What follows belongs to an exercise in optimizing a design on an open flow for small area; a production flow would make more cautious choices. Where RTL was checked, it was by simulation tests only, not by an equivalence proof against the original. No activity file was given, so power comes from the tool's default toggle rates.

Setup of wip/umber:
// mnist_pixel_loader
module mnist_pixel_loader #(
  parameter int NUM_PIXELS = 784,
  parameter int PIX_W      = 8,
  parameter int THRESH     = 128,
  parameter int TIMEOUT    = 20000
) (
  input  logic                  clk,
  input  logic                  rst_n,
  input  logic                  pix_valid,
  output logic                  pix_ready,
  input  logic [PIX_W-1:0]      pix_data,
  input  logic                  pix_last,
  output logic [NUM_PIXELS-1:0] image_bits,
  output logic                  fp_start,
  input  logic                  fp_done,
  output logic                  busy,
  output logic                  frame_err,
  output logic                  fp_timeout,
  output logic [15:0]           frame_count
);
Size: roughly 2,300 cells after synthesis, roughly 820 flip-flops, roughly 820 I/O pins.
export LEC_CHECK = 0
export CAP_MARGIN = 20
export CORE_MARGIN = 2
export CORE_UTILIZATION = 40
export SLEW_MARGIN = 20
create_clock -name core_clock -period 5.0 [get_ports {clk}]
run.sh (not shown) runs the stock make flow with config.mk's settings and CLKGATE_MAP_FILE= SYNTH_SCRIPT=/design/flow/synth_recipe.tcl, a recipe that flattens the netlist after the stock synthesis.
For wip/garnet, these inputs were changed with respect to wip/umber:
==> flow/flow/run.sh (new file) <==
#!/bin/bash
set -euo pipefail
bash standard.sh BUFFER_PORTS_ARGS="-buffer_cell sky130_fd_sc_hd__buf_1" finish > flow_run.log 2>&1
==> flow/standard.sh (new file) <==
#!/bin/bash
# synth_recipe.tcl (not shown) runs the flow's synth.tcl, then flattens the netlist and writes it again
# the make line also repeats each setting of config.mk as NAME=value (left out here)
make -C /OpenROAD-flow-scripts/flow DESIGN_CONFIG=/design/flow/config.mk WORK_HOME=/design/flow/orfs CLKGATE_MAP_FILE= SYNTH_SCRIPT=/design/flow/synth_recipe.tcl "${@:-finish}"
removed: flow/run.sh
==> summary.txt <==
- From wip/garnet to wip/umber, multi-input combinational cell count did not move at all.
- Re compound-gate portion of the synthesized area: no difference whatsoever between wip/umber and wip/garnet.
- All-layer global routing usage down 2.6 points in wip/garnet wrt wip/umber
- Run comparison: wip/umber leading cell type in the layout, fill and taps excluded clkdlybuf4s50_1; wip/garnet leading cell type in the layout, fill and taps excluded buf_1
- Last element of the critical path = image_q[113]$_DFF_P_: wip/garnet; last element of the critical path = image_q[179]$_DFF_P_: wip/umber
- When wip/garnet is set beside wip/umber, its routed length per placed instance turns out to be about 7% smaller.
Setup changes, wip/garnet to wip/cedar
# wip/garnet
export LEC_CHECK = 0
export CAP_MARGIN = 20
export CORE_MARGIN = 2
export CORE_UTILIZATION = 40
export SLEW_MARGIN = 20
create_clock -name core_clock -period 5.0 [get_ports {clk}]
# wip/cedar
export LEC_CHECK = 0
export CAP_MARGIN = 20
export CORE_MARGIN = 2
export CORE_UTILIZATION = 40
export CTS_BUF_LIST = sky130_fd_sc_hd__clkbuf_4 sky130_fd_sc_hd__clkbuf_8
export CTS_CLUSTER_SIZE = 20
export SLEW_MARGIN = 20
create_clock -name core_clock -period 5.0 [get_ports {clk}]
wip/cedar: done, clean on timing, DRC and antenna. Of wip/cedar and wip/garnet, the run reporting the higher clock group share of total power was wip/garnet. Setup slack is lower on wip/cedar. Diff wip/garnet -> wip/cedar | minimum clock period after layout | increase of 0.071 ns. Per-cell routed wire length (higher): wip/garnet. Any difference in register fraction of the total cell area between wip/garnet and wip/cedar is small enough to ignore. Final cell count: wip/cedar > wip/garnet. wip/cedar ends up with a length of routed met2 wiring that is 1.3% higher than in wip/garnet. Sort wip/cedar and wip/garnet by antenna diode count, descending, and wip/cedar comes first. Via count normalized by instance count (wip/cedar over wip/garnet): decrease, 0.89%. wip/cedar has maximum level of the CTS H-tree above what wip/garnet had. Fmax is lower on wip/cedar.
Function was not checked in any run of this note: the RTL went through the layout flow alone.

* * *

Setup of the baseline:
Another version of the RTL of mnist_pixel_loader (not shown whole).
Size: ~820 flip-flops.
clock: 5.0 ns
lec_check: 0
cap_margin: 20
core_margin: 2
core_utilization: 60
slew_margin: 20
standard.sh (not shown) runs the stock make flow with config.mk's settings and CLKGATE_MAP_FILE= SYNTH_SCRIPT=/design/flow/synth_recipe.tcl, a recipe that flattens the netlist after the stock synthesis.
==> flow/flow/run.sh <==
#!/bin/bash
# The standard layout (standard.sh: the standard synthesis, floorplan, placement, CTS,
# routing) with two changes:
#  - port buffers are the smallest buffer, buf_1, instead of the cell buffer_ports picks;
#  - clock tree: clkbuf_8 leaf clusters of at most 16 sinks and 60 um, no dummy loads.
# All make/tool output goes to flow_run.log here; ORFS's per-step logs are under orfs/logs/.
set -euo pipefail
bash standard.sh \
  BUFFER_PORTS_ARGS="-buffer_cell sky130_fd_sc_hd__buf_1" \
  CTS_ARGS="-sink_clustering_enable -repair_clock_nets -dont_use_dummy_load -buf_list sky130_fd_sc_hd__clkbuf_8 -sink_clustering_size 16 -sink_clustering_max_diameter 60" \
  finish > flow_run.log 2>&1
The baseline did not run to completion, as it errored out during I/O pin placement (3_2_place_iop).
Here is what was changed in the inputs of the candidate compared with the baseline.
- CORE_UTILIZATION changed from 60 to 40
==> flow/flow/run.sh <==
#!/bin/bash
# The standard layout (standard.sh: the standard synthesis, floorplan, placement, CTS,
# routing) with two changes:
#  - port buffers are the smallest buffer, buf_1, instead of the cell buffer_ports picks;
#  - clock tree: clkbuf_8 leaf clusters of at most 17 sinks and 60 um, no dummy loads.
# All make/tool output goes to flow_run.log here; ORFS's per-step logs are under orfs/logs/.
set -euo pipefail
bash standard.sh \
  BUFFER_PORTS_ARGS="-buffer_cell sky130_fd_sc_hd__buf_1" \
  CTS_ARGS="-sink_clustering_enable -repair_clock_nets -dont_use_dummy_load -buf_list sky130_fd_sc_hd__clkbuf_8 -sink_clustering_size 17 -sink_clustering_max_diameter 60" \
  finish > flow_run.log 2>&1
==> summary.txt <==
The flow did not stop early for the candidate: all stages ran, and the layout cleared the timing, design-rule and antenna checks. Any difference in synthesized cell count between the candidate and the baseline is small enough to ignore. The mean instance size in the synthesized netlist on the candidate is in line with that on the baseline. The candidate vs the baseline: initial cell density of the core down. The candidate -> the baseline: fraction of the mapped netlist area in compound gates delta 0, exact match. Going from the baseline to the candidate, synthesized net count closely matched the old numbers; number of placement rows has increased.

-- re-timing with driven ports --
The results above use ideal ports. As a check the final layouts listed here were re-extracted and re-timed, cells and wires unchanged.
Step 1, drivers: a clkbuf_16 drives clk and a buf_2 each remaining input, both assumed.
Step 2, shift: input delay + t, output delay - t, t = (earliest + latest rising clock arrival at the registers) / 2. This alone moves slack from input paths to output paths.
Three values: no drivers, after step 1, after step 2; two values: the first two.
| run | t, ns | slack for setup (ns) | worst setup path after step 2 | clock arrival spread, ns |
|---|---|---|---|---|
| wip/umber | 0.681 | 1.585 / 1.585 / 1.007 | input to register | 0.030 / 0.030 |
| wip/garnet | 0.682 | 1.573 / 1.573 / 1.228 | input to register | 0.028 / 0.029 |
| wip/cedar | 0.828 | 1.503 / 1.503 / 1.189 | input to register | 0.036 / 0.037 |
| the candidate | 0.714 | 1.723 / 1.723 / 1.638 | input to register | 0.108 / 0.108 |
After both steps setup and hold are still met in every run listed. For wip/umber, which loses most, drivers alone change the setup slack by 0.000 ns; drivers and shift together by -0.578 ns.
